This design comes from an exercise in tuning for small area, a short achievable clock period and few clock cycles on the open sky130 flow, not from production work.
At most, simulation tests tie the RTL to the original design; equivalence was not proved.
For run 3, only the layout was checked, not whether the RTL still works.
Power and IR drop assume default switching activity.

[flow/run.sh]
#!/bin/bash
# synth_recipe.tcl (not shown) runs the flow's synth.tcl, then flattens the netlist and writes it again
# the make line also repeats each setting of config.mk as NAME=value (left out here)
make -C /OpenROAD-flow-scripts/flow DESIGN_CONFIG=/design/flow/config.mk WORK_HOME=/design/flow/orfs CLKGATE_MAP_FILE= SYNTH_SCRIPT=/design/flow/synth_recipe.tcl finish
[flow/config.mk]
export PLATFORM = sky130hd
export DESIGN_NAME = mm2s_cmd_gen
export DESIGN_NICKNAME = mm2s_cmd_gen
export VERILOG_FILES = /design/flow/design.v
export SDC_FILE = /design/flow/constraint.sdc
export NUM_CORES = 4
export LEC_CHECK = 0
export CAP_MARGIN = 20
export CORE_MARGIN = 2
export CORE_UTILIZATION = 40
export SLEW_MARGIN = 20
[flow/constraint.sdc]
create_clock -name core_clock -period 11.0 [get_ports {clk}]
set_input_delay 2.2000 -clock core_clock [delete_from_list [all_inputs] [get_ports {clk}]]
set_output_delay 2.2000 -clock core_clock [all_outputs]
set_load 0.01 [all_outputs]
[flow/design.v]
package agna_mm2s_pkg;
  localparam int INSTR_VAR_BIT = 63;
  localparam int PTYPE_LSB     = 60;
  localparam int P_IH_LSB      = 47;    
  localparam int P_IW_LSB      = 38;    
  localparam int P_C_LSB       = 18;    
  localparam int P_IWIH_LSB    = 32;    
  localparam int P_EOM_BIT     = 58;
  localparam int V_EOL_BIT     = 60;
  localparam int V_STC_LSB     = 48;    
  localparam int V_STH_LSB     = 29;    
  localparam int V_STW_LSB     = 20;    
  localparam logic [2:0] PT_TILE  = 3'b000;
  localparam logic [2:0] PT_LAYER = 3'b001;
  localparam logic [2:0] PT_IWIH  = 3'b011;
  localparam logic [2:0] PT_BADDR = 3'b111;
  localparam int CMD_BTT_W     = 23;
  localparam int CMD_TYPE_BIT  = 23;
  localparam int CMD_EOF_BIT   = 30;
  localparam int CMD_SADDR_LSB = 32;
  localparam int CMD_TAG_LSB   = 72;
  localparam logic [3:0] TAG_EOM  = 4'b1111;
  localparam logic [3:0] TAG_LAST = 4'b1100;
  localparam logic [3:0] TAG_NONE = 4'b0000;
  localparam logic [1:0] MODE_ROW   = 2'b00;
  localparam logic [1:0] MODE_CHAN  = 2'b01;
  localparam logic [1:0] MODE_WHOLE = 2'b11;
  localparam logic [2:0] S_IDLE = 3'd0;
  localparam logic [2:0] S_C0   = 3'd1;
  localparam logic [2:0] S_C1   = 3'd2;
  localparam logic [2:0] S_C2   = 3'd3;
  localparam logic [2:0] S_GEN  = 3'd4;
endpackage
module mm2s_tile_geom
(
  input  logic [15:0] s,
  input  logic [9:0]  t,
  input  logic [15:0] l,
  output logic        empty,
  output logic [9:0]  r,
  output logic        full
);
  logic [16:0] d;
  logic        t_lt_d;
  assign d      = {1'b0, l} - {1'b0, s};
  assign empty  = d[16] || (d[15:0] == 16'd0);
  assign t_lt_d = (d[15:10] != 6'd0) || (t < d[9:0]);
  assign r      = t_lt_d ? t : d[9:0];
  assign full   = (s == 16'd0) && !t_lt_d;
endmodule
import agna_mm2s_pkg::*;
module mm2s_cmd_gen
#(
  parameter int CORE_INSTR_WIDTH = 64,
  parameter int CORE_CMD_WIDTH   = 80
) (
  input  logic                        clk,
  input  logic                        rst_n,
  input  logic [CORE_INSTR_WIDTH-1:0] s_axis_mm2s_instr_tdata,
  input  logic                        s_axis_mm2s_instr_tvalid,
  output logic                        s_axis_mm2s_instr_tready,
  output logic [CORE_CMD_WIDTH-1:0]   m_axis_mm2s_cmd_tdata,
  output logic                        m_axis_mm2s_cmd_tvalid,
  input  logic                        m_axis_mm2s_cmd_tready
);
  localparam logic [2:0] E_IDLE = 3'd0;
  localparam logic [2:0] E_C    = 3'd1;    
  localparam logic [2:0] E_W    = 3'd2;    
  localparam logic [2:0] E_H    = 3'd3;    
  localparam logic [2:0] E_E    = 3'd4;    
  localparam logic [2:0] E_E2   = 3'd5;    
  localparam logic [2:0] E_D    = 3'd6;    
  localparam logic [2:0] E_F    = 3'd7;    
  wire [63:0] instr = s_axis_mm2s_instr_tdata;
  logic [8:0]  tile_ih_q, tile_iw_q, layer_ih_q, layer_iw_q;
  logic [9:0]  tile_c_q;
  logic [15:0] layer_c_q;
  logic [17:0] layer_iwih_q;
  logic [31:0] fin_baddr_q;
  logic        eom_q;
  logic [2:0]  est_q, est_d;
  logic [15:0] sc_q;           
  logic [8:0]  sw_q, sh_q;     
  logic [9:0]  rc_q;
  logic [8:0]  rh_q, rw_q;
  logic        eol_q, emp_q, wfull_q, hfull_q, hi_q;
  logic [31:0] acc_q;
  logic [17:0] x_q, x_d;
  logic [9:0]  y_q, y_d;
  logic        a1_acc_q, a1_acc10_q, a2_fin_q, a2_sw_q, a2_rw_q;
  logic        a1_acc_d, a1_acc10_d, a2_fin_d, a2_sw_d, a2_rw_d;
  logic        w_valid_q, w_last_q, w_tl_q;
  logic [31:0] w_addr_q, w_cbase_q;
  logic [22:0] w_btt_q;
  logic [8:0]  w_hlen_q, w_hrem_q, w_iw_q;
  logic [9:0]  w_crem_q;
  logic [17:0] w_iwih_q;
  logic        instr_hs, var_hs, ho, adv, wrap;
  logic [31:0] mac, mac_a1, mac_a2, w_sum;
  logic [15:0] cu_l;
  logic [9:0]  cu_t;
  logic        cu_empty, cu_full;
  logic [9:0]  cu_r;
  logic        whole, chan, nz_wh;
  assign whole = wfull_q && hfull_q;
  assign chan  = wfull_q && !hfull_q;
  assign s_axis_mm2s_instr_tready = (est_q == E_IDLE) || ((est_q == E_F) && !w_valid_q);
  assign instr_hs = s_axis_mm2s_instr_tvalid && s_axis_mm2s_instr_tready;
  assign var_hs   = instr_hs && instr[INSTR_VAR_BIT];
  assign adv = w_valid_q && m_axis_mm2s_cmd_tready;
  assign ho  = (est_q == E_F) && (!w_valid_q || (m_axis_mm2s_cmd_tready && w_last_q));
  assign mac_a1 = a1_acc_q ? acc_q : a1_acc10_q ? {acc_q[21:0], 10'b0} : 32'd0;
  assign mac_a2 = a2_fin_q ? fin_baddr_q : a2_sw_q ? 32'(sw_q) : a2_rw_q ? 32'(rw_q) : 32'd0;
  assign mac    = mac_a1 + mac_a2 + 32'(x_q) * 32'(y_q);
  always_comb begin
    case (est_q)
      E_W:     begin cu_t = tile_c_q;         cu_l = layer_c_q;         end
      E_H:     begin cu_t = 10'(tile_iw_q);   cu_l = 16'(layer_iw_q);   end
      default: begin cu_t = 10'(tile_ih_q);   cu_l = 16'(layer_ih_q);   end
    endcase
  end
  mm2s_tile_geom u_clip (
    .s     (acc_q[15:0]),
    .t     (cu_t),
    .l     (cu_l),
    .empty (cu_empty),
    .r     (cu_r),
    .full  (cu_full)
  );
  assign nz_wh = (sw_q != 9'd0) || ((est_q == E_E) ? (acc_q[8:0] != 9'd0) : (sh_q != 9'd0));
  always_comb begin
    est_d      = est_q;
    x_d        = x_q;
    y_d        = y_q;
    a1_acc_d   = 1'b0;
    a1_acc10_d = 1'b0;
    a2_fin_d   = 1'b0;
    a2_sw_d    = 1'b0;
    a2_rw_d    = 1'b0;
    case (est_q)
      E_IDLE: ;
      E_C: begin
        est_d = E_W;
        x_d   = 18'(tile_iw_q);
        y_d   = 10'(sw_q);
      end
      E_W: begin
        est_d = E_H;
        x_d   = 18'(tile_ih_q);
        y_d   = 10'(sh_q);
      end
      E_H: begin
        est_d = E_E;
        x_d   = layer_iwih_q;
        if (sc_q[15:10] != 6'd0) y_d = {4'b0, sc_q[15:10]};
        else begin y_d = sc_q[9:0]; a2_fin_d = 1'b1; end
      end
      E_E: begin
        if (emp_q || cu_empty) est_d = E_IDLE;
        else if (hi_q) begin
          est_d = E_E2;
          x_d = layer_iwih_q; y_d = sc_q[9:0];
          a1_acc10_d = 1'b1; a2_fin_d = 1'b1;
        end else if (nz_wh) begin
          est_d = E_D;
          x_d = 18'(layer_iw_q); y_d = 10'(acc_q[8:0]);
          a1_acc_d = 1'b1; a2_sw_d = 1'b1;
        end else begin
          est_d = E_F;
          if (!wfull_q) begin x_d = '0; y_d = '0; a2_rw_d = 1'b1; end
          else if (cu_full) begin x_d = layer_iwih_q; y_d = rc_q; end
          else begin x_d = 18'(layer_iw_q); y_d = 10'(cu_r[8:0]); end
        end
      end
      E_E2: begin
        if (nz_wh) begin
          est_d = E_D;
          x_d = 18'(layer_iw_q); y_d = 10'(sh_q);
          a1_acc_d = 1'b1; a2_sw_d = 1'b1;
        end else begin
          est_d = E_F;
          if (whole) begin x_d = layer_iwih_q; y_d = rc_q; end
          else if (chan) begin x_d = 18'(layer_iw_q); y_d = 10'(rh_q); end
          else begin x_d = '0; y_d = '0; a2_rw_d = 1'b1; end
        end
      end
      E_D: begin
        est_d = E_F;
        if (whole) begin x_d = layer_iwih_q; y_d = rc_q; end
        else if (chan) begin x_d = 18'(layer_iw_q); y_d = 10'(rh_q); end
        else begin x_d = '0; y_d = '0; a2_rw_d = 1'b1; end
      end
      E_F: begin
        if (ho) est_d = E_IDLE;
        a2_rw_d = a2_rw_q;      
      end
      default: est_d = E_IDLE;
    endcase
    if (var_hs) begin
      est_d = E_C;
      x_d   = 18'(tile_c_q);
      y_d   = instr[V_STC_LSB +: 10];
      a2_rw_d = 1'b0;
    end
  end
  always_ff @(posedge clk) begin
    if (instr_hs && !instr[INSTR_VAR_BIT]) begin
      case (instr[PTYPE_LSB +: 3])
        PT_TILE: begin
          tile_ih_q <= instr[P_IH_LSB +: 9];
          tile_iw_q <= instr[P_IW_LSB +: 9];
          tile_c_q  <= instr[P_C_LSB +: 10];
        end
        PT_LAYER: begin
          layer_ih_q <= instr[P_IH_LSB +: 9];
          layer_iw_q <= instr[P_IW_LSB +: 9];
          layer_c_q  <= instr[P_C_LSB +: 16];
        end
        PT_IWIH:  layer_iwih_q <= instr[P_IWIH_LSB +: 18];
        PT_BADDR: begin
          eom_q       <= instr[P_EOM_BIT];
          fin_baddr_q <= instr[31:0];
        end
        default: ;
      endcase
    end
    if (est_q != E_IDLE && est_q != E_F) acc_q <= mac;
    x_q        <= x_d;
    y_q        <= y_d;
    a1_acc_q   <= a1_acc_d;
    a1_acc10_q <= a1_acc10_d;
    a2_fin_q   <= a2_fin_d;
    a2_sw_q    <= a2_sw_d;
    a2_rw_q    <= a2_rw_d;
    case (est_q)
      E_W: begin
        sc_q  <= acc_q[15:0];
        rc_q  <= cu_r;
        emp_q <= cu_empty;
      end
      E_H: begin
        sw_q    <= acc_q[8:0];
        rw_q    <= cu_r[8:0];
        wfull_q <= cu_full;
        emp_q   <= emp_q || cu_empty;
        hi_q    <= (sc_q[15:10] != 6'd0);
      end
      E_E: begin
        sh_q    <= acc_q[8:0];
        rh_q    <= cu_r[8:0];
        hfull_q <= cu_full;
      end
      default: ;
    endcase
    if (var_hs) begin
      sw_q  <= instr[V_STW_LSB +: 9];
      sh_q  <= instr[V_STH_LSB +: 9];
      eol_q <= instr[V_EOL_BIT];
    end
    if (!rst_n) est_q <= E_IDLE;
    else        est_q <= est_d;
  end
  assign wrap  = (w_hrem_q == 9'd1);
  assign w_sum = (wrap ? w_cbase_q : w_addr_q) + (wrap ? 32'(w_iwih_q) : 32'(w_iw_q));
  always_ff @(posedge clk) begin
    if (ho) begin
      w_addr_q  <= acc_q;
      w_cbase_q <= acc_q;
      w_btt_q   <= mac[22:0];
      w_hlen_q  <= (whole || chan) ? 9'd1 : rh_q;
      w_hrem_q  <= (whole || chan) ? 9'd1 : rh_q;
      w_crem_q  <= whole ? 10'd1 : rc_q;
      w_last_q  <= whole || ((rc_q == 10'd1) && (chan || (rh_q == 9'd1)));
      w_tl_q    <= eol_q && eom_q;
      w_iw_q    <= layer_iw_q;
      w_iwih_q  <= layer_iwih_q;
    end else if (adv) begin
      w_addr_q <= w_sum;
      if (wrap) begin
        w_cbase_q <= w_sum;
        w_hrem_q  <= w_hlen_q;
        w_crem_q  <= w_crem_q - 10'd1;
        w_last_q  <= (w_crem_q == 10'd2) && (w_hlen_q == 9'd1);
      end else begin
        w_hrem_q  <= w_hrem_q - 9'd1;
        w_last_q  <= (w_crem_q == 10'd1) && (w_hrem_q == 9'd2);
      end
    end
    if (!rst_n) w_valid_q <= 1'b0;
    else if (ho) w_valid_q <= 1'b1;
    else if (adv && w_last_q) w_valid_q <= 1'b0;
  end
  assign m_axis_mm2s_cmd_tvalid = w_valid_q;
  always_comb begin
    m_axis_mm2s_cmd_tdata = '0;
    m_axis_mm2s_cmd_tdata[CMD_BTT_W-1:0]       = w_btt_q;
    m_axis_mm2s_cmd_tdata[CMD_TYPE_BIT]        = 1'b1;
    m_axis_mm2s_cmd_tdata[CMD_EOF_BIT]         = 1'b1;
    m_axis_mm2s_cmd_tdata[CMD_SADDR_LSB +: 32] = w_addr_q;
    m_axis_mm2s_cmd_tdata[CMD_TAG_LSB +: 4]    = {w_last_q, w_last_q,
                                                  w_last_q && w_tl_q, w_last_q && w_tl_q};
  end
endmodule
==> results of run 1 <==
==> through the flow <==
stage / setup WS, ns / power (µW) / cell area, µm² / hold slack [ns]
6_report: 4.17 / 6140 / 30200 / 0.475
5_1_grt: 3.85 / 6530 / 30200 / 0.491
4_1_cts: 4.24 / 6160 / 30200 / 0.478
3_5_place_dp: 4.29 / 4540 / 28700 / 0.464
3_3_place_gp: 4.33 / 4540 / 28700 / 0.459
2_1_floorplan: 5.26 / 3770 / 26700 / 0.426
==> state kept, by name (all words and copies together), names as in the netlist, 10 cells and up <==
signal	count
acc_q	32
fin_baddr_q	32
w_addr_q	32
w_cbase_q	32
w_btt_q	23
layer_iwih_q	18
w_iwih_q	18
x_q	18
layer_c_q	16
sc_q	16
rc_q	10
tile_c_q	10
w_crem_q	10
y_q	10
==> layer usage <==
| layer | global-route usage [%] | part of all wire, % |
|---|---|---|
| met5 | 0 | 0.016 |
| met4 | 8.49 | 3.7 |
| met2 | 37.9 | 45 |
| met3 | 4.56 | 8.2 |
| met1 | 33.9 | 43 |
==> logic make-up (layout without fill, tap and decap cells) <==
logic type / Yosys count / in the layout / share of synthesized area (%)
XOR/XNOR: 80 / 80 / 2.63
adder cells (fa/ha/maj): 312 / 312 / 19.9
flip-flops: 392 / 392 / 43.7
other: 2 / 25 / 0.0282
AND/OR/NAND/NOR: 825 / 825 / 14.5
AO/OA/AOI/OAI: 464 / 464 / 11.3
multiplexers: 59 / 59 / 2.27
buffers and inverters: 381 / 480 / 5.73
==> critical path: stages (launching register included) <==
cell and delay, ns:
dfxtp_1 0.30, buf_4 0.46, nor2b_1 0.27, a22oi_1 0.33
nor2_1 0.09, a21oi_1 0.23, fa_1 0.45, fa_1 0.51
inv_1 0.06, fa_1 0.54, inv_1 0.06, fa_1 0.48
inv_1 0.04, ha_1 0.31, o21ai_0 0.19, a211oi_1 0.56
o21ai_0 0.28, a31oi_1 0.51, a41oi_1 0.30, o31ai_1 0.33
a21oi_1 0.12, xnor2_1 0.13
==> synthesized netlist by cell type, drive strengths merged (16+ instances only) <==
cell / n / share of area, %
fa: 184 / 14
o31ai: 22 / 0.62
a21oi: 124 / 2.3
clkbuf: 99 / 1.4
mux2i: 49 / 1.8
a21o: 21 / 0.59
o21ai: 114 / 2.1
and2: 100 / 2.4
nor2b: 16 / 0.38
buf: 44 / 0.97
and3: 22 / 0.52
nand3: 35 / 0.66
inv: 236 / 3.3
xnor2: 56 / 1.8
ha: 128 / 6.0
edfxtp: 376 / 42
a22oi: 19 / 0.54
xor2: 24 / 0.79
a211oi: 16 / 0.47
nor2: 106 / 1.5
nand2: 415 / 5.9
dfxtp: 16 / 1.2
or3: 17 / 0.40
nor4: 16 / 0.43
nor3: 30 / 0.56
==> worst paths after layout <==
check / end / slack [ns] / from
setup / recovery: acc_q[31] / 4.17 / a2_sw_q
hold / removal: w_iwih_q[4] / 0.47 / layer_iwih_q[4]
setup reg to reg: acc_q[31] / 4.17 / a2_sw_q
hold reg to reg: w_iwih_q[4] / 0.47 / layer_iwih_q[4]
==> power by group <==
part           switching (µW)  internal [µW]  leakage, µW  total, µW
registers                 219           1920      0.00355       2140
clock network             673            897     0.000726       1570
logic                    1450            989      0.00750       2430
==> cell type report <==
cell class | count | area [µm²]
flip-flops and latches | 392 | 11600
multi-input cells | 1761 | 13600
repair buffers | 159 | 1520
fillers | 6106 | 35500
diodes | 4 | 10.0
well taps | 864 | 1080
clock buffers | 52 | 1170
clock inverters | 31 | 353
inverters | 238 | 896
==> metrics.cfg, run 1 <==
[grt]
grt.overflow.total=0
overall_global_routing_usage_pct=24.3
global_route_wire_length_before_repair_um=123000
antenna_found_initial=8
number_of_global_route_vias_before_repair=19500
pin_count_of_the_biggest_net_entering_global_routing=59

[sta]
worst_slew_pin_slew_ns=1.05
relSlewSlack_pct=30.0
unrepaired_setup_endpoints_after_global_routing=false
tns_ns=0
achievable_frequency_mhz=146
finalCriticalPeriod_ns=6.83
share_of_the_cycle_needed_by_the_critical_path_after_routing_pct=62.1
final-hold-violation-count=0
drv_slew=0
number_of_setup_violations_in_the_final_report=0
clock-skew-final_ns=0.0244

[cells_and_area]
drive_above_1_share_pct=5.05
area.growth.synth_to_final_pct=13.7
final_core_utilization_pct=46.0
nNetsFinal=2978
layout.cells.most_common=nand2_1
fin_cells=3501
layout.cells.most_common_list=nand2_1, edfxtp_1, inv_1

[detailed_routing]
drt_pass1_iterations=5
wl_per_cell_um=23.6
drc=0
detail_route.vias_per_cell=5.62
postRouteAntennaNets=0
vias=19700
detail_route.wirelength_um=82600
first_iter_violations=2025

[floorplan]
die_y_um=262
design.core.area_um2=65700
die_area_um2=68600
placementRows=94
pin_count=150
start_util_pct=40.4
die_width_um=262

[clock_network]
htree_levels=2
number_of_clock_buffers_inserted_by_tritoncts=46
ctsHoldBuffers=0
worst_setup_hold_path_clk_slew_ns=0.06
post_cts_resize_count=0
clock_tree.root_cell=clkbuf_16
cts.repair_timing.setup_buffer_count=0
cts.path.max_buffers=3
cts_tree=done
clk_latency_ns=0.61
tritoncts_num_sinks=392

[yosys]
syn-instance-count=2515
mappedNetlistArea_um2=26600
synth-main-ff-cell=edfxtp_1
async_s_r_ff_share_synth_pct=0
yosys_warnings=1
synth_cell_types=74
number_of_enable_type_register_cells_in_the_synthesized_netlist=376
avgSynthCellArea_um2=10.6
number_of_synthesized_register_bits=392
synth_sequential_area_ratio_pct=43.7

[worst_setup_path]
crit_fanout=44
crit_arrival_ns=7.18
critPathKind=reg -> reg
timing.critical_path.required_ns=11.34
worstRegToRegCells=21
setup.worst_path.end_class=flip-flop
worstSetupStartpointType=flip-flop

[power]
power.density_nw_per_um2=203
cellLeakagePower_uw=0.0118
max-vdd-ir-drop_mv=0.237

[worst_hold_path]
hp-class=reg -> reg
worst_hold_path.num_cells=0

[placed_design]
dp_hpwl_um=61700
place.detailed.instances=3413
port-buffer-count=127
final_estimated_routing_congestion_in_global_placement=0.962

[job]
maxCapViolCount=0

[status]
status=complete, no violations

Testbench counts, summed over its fixed seeds: cycles 13,383.
==> inputs of run 2 (changes only) <==
--- a/flow/config.mk
+++ b/flow/config.mk
@@ -8,4 +8,5 @@
 export CAP_MARGIN = 20
 export CORE_MARGIN = 2
 export CORE_UTILIZATION = 40
+export SETUP_SLACK_MARGIN = 5
 export SLEW_MARGIN = 20
==> metrics.cfg, run 2 <==
[status]
status=complete, no violations

[grt]
global_route_wire_length_before_repair_um=123000  ; +0.41%
number_of_global_route_vias_before_repair=19600  ; +0.82%
pin_count_of_the_biggest_net_entering_global_routing=59  ; unchanged
grt.overflow.total=0  ; unchanged
gr-usage-met3_pct=4.55  ; -0.0096 points
overall_global_routing_usage_pct=24.4  ; +0.094 points
grtUsageMet1_pct=34.0  ; +0.057 points
grt.met2_usage_pct=38.2  ; +0.34 points
globalRoute.busiestLayer=met2
antenna_found_initial=8  ; unchanged

[placed_design]
final_estimated_routing_congestion_in_global_placement=0.962  ; unchanged
port-buffer-count=127  ; unchanged
post_dp_cell_area_um2=28700  ; unchanged
dp_hpwl_um=61700  ; unchanged

[sta]
finalCriticalPeriod_ns=5.88  ; -0.949 ns
worst_slew_pin_slew_ns=1.07  ; +0.0234 ns
tns_ns=0  ; unchanged
final-hold-violation-count=0  ; unchanged
number_of_setup_violations_in_the_final_report=0  ; unchanged
unrepaired_setup_endpoints_after_global_routing=true
achievable_frequency_mhz=170  ; +16%
clock-skew-final_ns=0.0223  ; -0.00217 ns
share_of_the_cycle_needed_by_the_critical_path_after_routing_pct=53.5  ; -8.6 points
relSlewSlack_pct=28.4  ; -1.6 points
drv_slew=0  ; unchanged

[yosys]
synth-main-ff-cell=edfxtp_1
async_s_r_ff_share_synth_pct=0  ; unchanged
synth.area.top_cells=edfxtp_1, fa_1, ha_1
synth_sequential_area_ratio_pct=43.7  ; unchanged
yosysTopAreaCellShare_pct=42.5  ; unchanged
mappedNetlistArea_um2=26600  ; unchanged
syn-instance-count=2515  ; unchanged
synth_cell_types=74  ; unchanged
synth_top_cell_by_area=edfxtp_1
avgSynthCellArea_um2=10.6  ; unchanged
post-synth-top-count-cell=nand2_1
number_of_enable_type_register_cells_in_the_synthesized_netlist=376  ; unchanged
post_synth_most_frequent_cells=nand2_1, edfxtp_1, inv_1, fa_1, ha_1
number_of_synthesized_register_bits=392  ; unchanged
yosys_warnings=1  ; unchanged

[floorplan]
die_area_um2=68600  ; unchanged
die_width_um=262  ; unchanged
pin_count=150  ; unchanged
placementRows=94  ; unchanged
die_y_um=262  ; unchanged
design.core.area_um2=65700  ; unchanged
start_util_pct=40.4  ; unchanged

[worst_setup_path]
crit_path_top_delay_cell=fa_1
path_cells=and2_1 > fa_1 > inv_1 > fa_1 > fa_1 > fa_1 > inv_1 > fa_1 > ha_1 > a21o_1 > a21oi_2 > o21ai_1 > o21ai_2 > a31oi_4 > a41oi_1 > o31ai_1 > a21oi_1 > xnor2_1
cp.buffers_inverters=2  ; -2
timing.critical_path.mode_cell=fa_1
critPathKind=reg -> reg
crit_fanout=8  ; -82%
setup.worst_path.end_class=flip-flop
cp_slowest_stage_delay_ns=0.58  ; +0.02 ns
worstSetupStartpointType=flip-flop
timing.critical_path.required_ns=11.34  ; about the same
crit_arrival_ns=6.23  ; -0.95 ns
critical_path.top_delay_family=adder cells

[clock_network]
clock_tree.root_cell=clkbuf_16
clk_latency_ns=0.61  ; about the same
ctsHoldBuffers=0  ; unchanged
tritoncts_num_sinks=392  ; unchanged
cts_tree=done
cts.path.max_buffers=3  ; unchanged
htree_levels=2  ; unchanged
number_of_clock_buffers_inserted_by_tritoncts=46  ; unchanged
worst_setup_hold_path_clk_slew_ns=0.07  ; about the same

[detailed_routing]
first_iter_violations=1942  ; -4.1%
postRouteAntennaNets=0  ; unchanged
drt_pass1_iterations=6  ; +1
vias=19800  ; +0.47%
detail_route.wirelength_um=83100  ; +0.54%
wl_per_cell_um=23.4  ; -0.62%
detail_route.vias_per_cell=5.59  ; -0.69%
drc=0  ; unchanged

[cells_and_area]
layout.cells.most_common=nand2_1
fillerInstances=6084  ; -0.36%
nNetsFinal=3018  ; +1.3%
multiInputGateArea_um2=13700  ; +0.59%
layout.cells.most_common_list=nand2_1, edfxtp_1, inv_1
area.growth.synth_to_final_pct=15.2
drive_above_1_share_pct=7.11  ; +2.1 points
finish.instance_area_um2=30600  ; +1.4%
sequential_cell_area_um2=11600  ; about the same

[worst_hold_path]
hp-class=reg -> reg

[power]
cellLeakagePower_uw=0.0120  ; +1.7%
power.density_nw_per_um2=203  ; +0.15%
max-vdd-ir-drop_mv=0.217  ; -8.4%

[job]
maxCapViolCount=0  ; unchanged

[run 2: cell types whose count changed in the layout (fill, tap and decap cells not counted), sizes merged]
cell   delta
buf      +40
diode     +1
[run 2: path summary, 6_finish.rpt]
kind,cells after the start,slack [ns],endpoint,start
hold reg to reg,0,0.47,w_iwih_q[4],layer_iwih_q[4]
setup reg to reg,18,5.12,acc_q[31],x_q[5]
hold / removal,0,0.47,w_iwih_q[4],layer_iwih_q[4]
setup / recovery,18,5.12,acc_q[31],x_q[5]
[run 2: layer usage]
metal	vias to the layer above	wire length, µm
met5	-	13
met4	2	2880
met3	153	7160
met2	839	37500
met1	9841	35500
li1	8951	-
[run 2: kinds of logic (layout without fill, tap and decap cells)]
kind of cell | count (synthesis) | after routing | synth area share, %
other | 2 | 26 | 0.0282
DFF | 392 | 392 | 43.7
adders and majority gates | 312 | 312 | 19.9
buffers and inverters | 381 | 520 | 5.73
and+or+nand+nor | 825 | 825 | 14.5
AOI/OAI and AO/OA | 464 | 464 | 11.3
muxes | 59 | 59 | 2.27
xor gates and xnor gates | 80 | 80 | 2.63
[run 2: report_power, final]
part	switching, µW	total, µW	internal (µW)
Combinational	1530	2570	1040
Sequential	183	2100	1920
Clock	671	1570	897
[run 2: repair_timing]
action	CTS	global route
pin swaps	1	3
resized for setup	11	16
endpoints found under the setup margin	13	65
buffers inserted	30	10
[run 2: metrics by stage]
step | std cells | setup WS (ns) | utilization, % | hold WS [ns] | power, µW
3_3_place_gp | 3413 | 4.33 | 43.6 | 0.459 | 4540
5_1_grt | 3537 | 4.93 | 46.6 | 0.491 | 6620
4_1_cts | 3526 | 5.01 | 46.4 | 0.478 | 6210
3_5_place_dp | 3413 | 4.29 | 43.6 | 0.464 | 4540
6_report | 3542 | 5.12 | 46.6 | 0.474 | 6230
2_1_floorplan | 2534 | 5.26 | - | 0.426 | 3770
[run 2: cell type report]
cell class                 instances  area share, %
clock inverter                    31           1.15
antenna                            5         0.0408
timing repair buffer             199           6.03
multi-input combinational       1761           44.6
tap                              864           3.53
inverter                         238           2.92
clock buffer                      52           3.83
sequential                       392           37.9
==> inputs of run 3 (changes only) <==
--- a/flow/design.v
+++ b/flow/design.v
@@ -87,8 +87,10 @@
   logic [31:0] acc_q;
   logic [17:0] x_q, x_d;
   logic [9:0]  y_q, y_d;
-  logic        a1_acc_q, a1_acc10_q, a2_fin_q, a2_sw_q, a2_rw_q;
+  logic        a1_acc_q, a1_acc10_q, a2_rw_q;
   logic        a1_acc_d, a1_acc10_d, a2_fin_d, a2_sw_d, a2_rw_d;
+  logic [31:0] a2_q, a2_d;
+  logic        tready_q;
   logic        w_valid_q, w_last_q, w_tl_q;
   logic [31:0] w_addr_q, w_cbase_q;
   logic [22:0] w_btt_q;
@@ -96,7 +98,7 @@
   logic [9:0]  w_crem_q;
   logic [17:0] w_iwih_q;
   logic        instr_hs, var_hs, ho, adv, wrap;
-  logic [31:0] mac, mac_a1, mac_a2, w_sum;
+  logic [31:0] mac, mac_a1, w_sum;
   logic [15:0] cu_l;
   logic [9:0]  cu_t;
   logic        cu_empty, cu_full;
@@ -104,14 +106,13 @@
   logic        whole, chan, nz_wh;
   assign whole = wfull_q && hfull_q;
   assign chan  = wfull_q && !hfull_q;
-  assign s_axis_mm2s_instr_tready = (est_q == E_IDLE) || ((est_q == E_F) && !w_valid_q);
+  assign s_axis_mm2s_instr_tready = tready_q;
   assign instr_hs = s_axis_mm2s_instr_tvalid && s_axis_mm2s_instr_tready;
   assign var_hs   = instr_hs && instr[INSTR_VAR_BIT];
   assign adv = w_valid_q && m_axis_mm2s_cmd_tready;
   assign ho  = (est_q == E_F) && (!w_valid_q || (m_axis_mm2s_cmd_tready && w_last_q));
   assign mac_a1 = a1_acc_q ? acc_q : a1_acc10_q ? {acc_q[21:0], 10'b0} : 32'd0;
-  assign mac_a2 = a2_fin_q ? fin_baddr_q : a2_sw_q ? 32'(sw_q) : a2_rw_q ? 32'(rw_q) : 32'd0;
-  assign mac    = mac_a1 + mac_a2 + 32'(x_q) * 32'(y_q);
+  assign mac    = mac_a1 + a2_q + 32'(x_q) * 32'(y_q);
   always_comb begin
     case (est_q)
       E_W:     begin cu_t = tile_c_q;         cu_l = layer_c_q;         end
@@ -201,7 +202,10 @@
       x_d   = 18'(tile_c_q);
       y_d   = instr[V_STC_LSB +: 10];
       a2_rw_d = 1'b0;
+      a2_fin_d = 1'b0;
+      a2_sw_d = 1'b0;
     end
+    a2_d = a2_fin_d ? fin_baddr_q : a2_sw_d ? 32'(sw_q) : a2_rw_d ? 32'(rw_q) : 32'd0;
   end
   always_ff @(posedge clk) begin
     if (instr_hs && !instr[INSTR_VAR_BIT]) begin
@@ -229,9 +233,11 @@
     y_q        <= y_d;
     a1_acc_q   <= a1_acc_d;
     a1_acc10_q <= a1_acc10_d;
-    a2_fin_q   <= a2_fin_d;
-    a2_sw_q    <= a2_sw_d;
     a2_rw_q    <= a2_rw_d;
+    a2_q       <= a2_d;
+    if (!rst_n) tready_q <= 1'b1;
+    else tready_q <= (est_d == E_IDLE) ||
+                     ((est_d == E_F) && !(ho || (w_valid_q && !(adv && w_last_q))));
     case (est_q)
       E_W: begin
         sc_q  <= acc_q[15:0];
==> metrics.cfg, run 3 <==
[grt]
grt.overflow.total=0  ; unchanged
gr-usage-met3_pct=3.62  ; -0.94 points
global_route_wire_length_before_repair_um=119000  ; -3.7%
grt.met2_usage_pct=36.6  ; -1.6 points
number_of_global_route_vias_before_repair=18900  ; -3.9%
overall_global_routing_usage_pct=23.6  ; -0.73 points
antenna_found_initial=9  ; +1
globalRoute.busiestLayer=met2
grtUsageMet1_pct=33.6  ; -0.40 points
pin_count_of_the_biggest_net_entering_global_routing=61  ; +3.4%

[detailed_routing]
first_iter_violations=1943  ; +0.051%
vias=19000  ; -4.2%
drt_pass1_iterations=5  ; -1
postRouteAntennaNets=0  ; unchanged
detail_route.wirelength_um=79700  ; -4.0%
wl_per_cell_um=23.3  ; -0.65%
drc=0  ; unchanged
detail_route.vias_per_cell=5.54  ; -0.83%

[yosys]
post-synth-top-count-cell=edfxtp_1
synth_top_cell_by_area=edfxtp_1
syn-instance-count=2344  ; -6.8%
synth-main-ff-cell=edfxtp_1
synth_sequential_area_ratio_pct=46.6  ; +3.0 points
mappedNetlistArea_um2=26300  ; -1.2%
post_synth_most_frequent_cells=edfxtp_1, nand2_1, inv_1, fa_1, ha_1
yosysTopAreaCellShare_pct=43.0  ; +0.53 points
synth.area.top_cells=edfxtp_1, fa_1, ha_1
avgSynthCellArea_um2=11.2  ; +6.0%
number_of_enable_type_register_cells_in_the_synthesized_netlist=376  ; unchanged
number_of_synthesized_register_bits=424  ; +8.2%
yosys_warnings=1  ; unchanged
async_s_r_ff_share_synth_pct=0  ; unchanged
synth_cell_types=81  ; +9.5%

[cells_and_area]
layout.cells.most_common_list=edfxtp_1, nand2_1, inv_1
fin_cells=3422  ; -3.4%
nNetsFinal=2907  ; -3.7%
area.growth.synth_to_final_pct=18.3
fillerInstances=5866  ; -3.6%
drive_above_1_share_pct=10.2  ; +3.1 points
multiInputGateArea_um2=13100  ; -4.4%
sequential_cell_area_um2=12300  ; +5.6%
layout.cells.most_common=edfxtp_1

[power]
cellLeakagePower_uw=0.0123  ; +2.4%
total_power_uw=7200  ; +16%
p_switching_uw=2680  ; +12%
power.density_nw_per_um2=232  ; +14%
power.sequential.fraction_pct=30.3  ; -3.4 points
pwr-share-clk_pct=24.3  ; -0.9 points
int_pwr_uw=4530  ; +18%
combinationalPowerShare_pct=45.4  ; +4.2 points
max-vdd-ir-drop_mv=0.357  ; +64%
sw_frac_of_total_pct=37.1  ; -1.1 points

[sta]
share_of_the_cycle_needed_by_the_critical_path_after_routing_pct=53.8  ; +0.29 points
achievable_frequency_mhz=169  ; -0.55%
clock-skew-final_ns=0.0342  ; +0.0119 ns
fin_ws_ns=5.08  ; -0.0323 ns
tns_ns=0  ; unchanged
hold_slack_ns=0.450  ; -0.0244 ns
number_of_setup_violations_in_the_final_report=0  ; unchanged
finalCriticalPeriod_ns=5.92  ; +0.0323 ns
unrepaired_setup_endpoints_after_global_routing=true
relSlewSlack_pct=33.7  ; +5.3 points
drv_slew=0  ; unchanged
worst_slew_pin_slew_ns=0.995  ; -0.0793 ns
final-hold-violation-count=0  ; unchanged

[placed_design]
dp_hpwl_um=57300  ; -7.2%
port-buffer-count=127  ; unchanged
place.detailed.instances=3258  ; -4.5%
preCtsSetupSlack_ns=4.07  ; -0.216 ns
final_estimated_routing_congestion_in_global_placement=0.903  ; -6.1%

[worst_setup_path]
path_cells=and2_4 > fa_1 > inv_1 > fa_1 > fa_1 > fa_1 > inv_1 > fa_1 > ha_4 > a21o_1 > a21o_1 > a21oi_4 > o21a_1 > a311oi_4 > buf_6 > nand2_4 > a21oi_4 > a2111o_1 > a31o_2 > a21oi_2 > xnor2_1
crit_fanout=5  ; -3
timing.critical_path.required_ns=11.33  ; about the same
worstSetupStartpointType=flip-flop
crit_path_top_delay_cell=fa_1
cp_slowest_stage_delay_ns=0.56  ; -0.02 ns
crit_arrival_ns=6.24  ; about the same
timing.critical_path.mode_cell=fa_1
setup.worst_path.end_class=flip-flop
worstReg2RegStart=y_q[6]
crit_start=y_q[6]
critPathKind=reg -> reg

[floorplan]
die_width_um=260  ; -0.61%
pin_count=150  ; unchanged
start_util_pct=40.6  ; +0.15 points
placementRows=93  ; -1.1%
die_area_um2=67700  ; -1.2%
design.core.area_um2=64700  ; -1.6%
die_y_um=260  ; -0.61%

[clock_network]
ctsHoldBuffers=0  ; unchanged
cts_tree=done
htree_levels=2  ; unchanged
clk_latency_ns=0.61  ; about the same
cts.path.max_buffers=3  ; unchanged
tritoncts_num_sinks=424  ; +8.2%
number_of_clock_buffers_inserted_by_tritoncts=49  ; +6.5%
clock_tree.root_cell=clkbuf_16
worst_setup_hold_path_clk_slew_ns=0.06  ; about the same

[worst_hold_path]
hp-class=reg -> reg
hold_path_startpoint=fin_baddr_q[13]

[job]
maxCapViolCount=0  ; unchanged

[status]
status=complete, no violations

-- run 3: final cells by class --
class / instances / area share (%)
inverter: 218 / 2.66
antenna: 2 / 0.0161
sequential: 424 / 39.4
clock buffer: 62 / 4.14
clock inverter: 27 / 1.33
tap: 855 / 3.44
multi-input combinational: 1602 / 42.1
timing repair buffer: 232 / 6.90
-- run 3: repair_timing --
action                                  CTS  global route
pin swaps                                 5            32
cloned                                    1             1
endpoints found under the setup margin   77            55
hold endpoints to repair                  0             0
resized for setup                        29            40
setup buffers                            44            27
-- run 3: cell families (layout without fill, tap and decap cells) --
| kind of cell | count (synthesis) | count (layout) | share of synthesized area [%] |
|---|---|---|---|
| AND/OR/NAND/NOR | 772 | 774 | 14.1 |
| flip-flops | 424 | 424 | 46.6 |
| AO/OA/AOI/OAI | 379 | 379 | 9.84 |
| buffers and inverters | 339 | 539 | 5.24 |
| adder cells (fa/ha/maj) | 312 | 312 | 20.1 |
| XOR/XNOR | 86 | 86 | 2.87 |
| multiplexers | 30 | 30 | 1.15 |
| other | 2 | 23 | 0.0286 |
-- run 3: final timing paths --
kind	endpoint	slack, ns	depth (start not counted)
max	acc_q[30]	5.08	21
min	a2_q[13]	0.45	1
max reg2reg	acc_q[30]	5.08	21
min reg2reg	a2_q[13]	0.45	1
-- run 3: routing by layer --
metal  share of wire, %  wire length [µm]  vias up
li1                   -                 -     8480
met1                 43             34300     9477
met2                 45             36100      855
met3                8.2              6500      145
met4                3.5              2800        0
met5                  0                 0        -
-- run 3: per-stage QoR --
stage | cell area, µm² | utilization (%)
floorplan | 26400 | -
global placement | 28500 | 44.0
detailed placement | 28500 | 44.0
CTS | 30700 | 47.4
global route | 31100 | 48.0
finish | 31100 | 48.0
-- run 3: power by group through the flow --
stage / logic (µW) / registers (µW) / clock network [µW]
finish: 3270 / 2180 / 1750
CTS: 2940 / 2200 / 1770
global route: 3610 / 2190 / 1840
global placement: 2580 / 2260 / 0
detailed placement: 2600 / 2260 / 0
floorplan: 1860 / 2140 / 0
-- run 3: critical path, delay by kind of cell, from the launching register on --
kind | cells | cell delay [ns]
adders and majority gates | 6 | 2.89
AOI/OAI and AO/OA | 9 | 1.63
xor gates and xnor gates | 1 | 0.09
and+or+nand+nor | 2 | 0.27
buffers and inverters | 3 | 0.26
DFF | 1 | 0.50

-- port drivers added, routing unchanged --
How much do the figures lean on ideal ports? The routed layouts below were timed once more, with nothing changed but the port constraints. Step 1, drivers: a clkbuf_16 drives clk and a buf_2 each remaining input, both assumed. Step 2 adds t to the input delays and takes it off the output delays; t is the mean of the earliest and latest rising clock arrival at the registers after step 1. Input paths then give back, and output paths get back, about the clock's delay inside the block. Three values: no drivers, after step 1, after step 2; two values: the first two.
| run | t, ns | setup WS [ns] | latest minus earliest clock arrival (ns) |
|---|---|---|---|
| run 1 | 0.655 | 4.168 / 4.168 / 4.168 | 0.025 / 0.025 |
| run 2 | 0.654 | 5.117 / 5.117 / 5.117 | 0.023 / 0.022 |
| run 3 | 0.649 | 5.085 / 5.085 / 5.085 | 0.034 / 0.034 |
After both steps setup and hold are still met in every run listed.
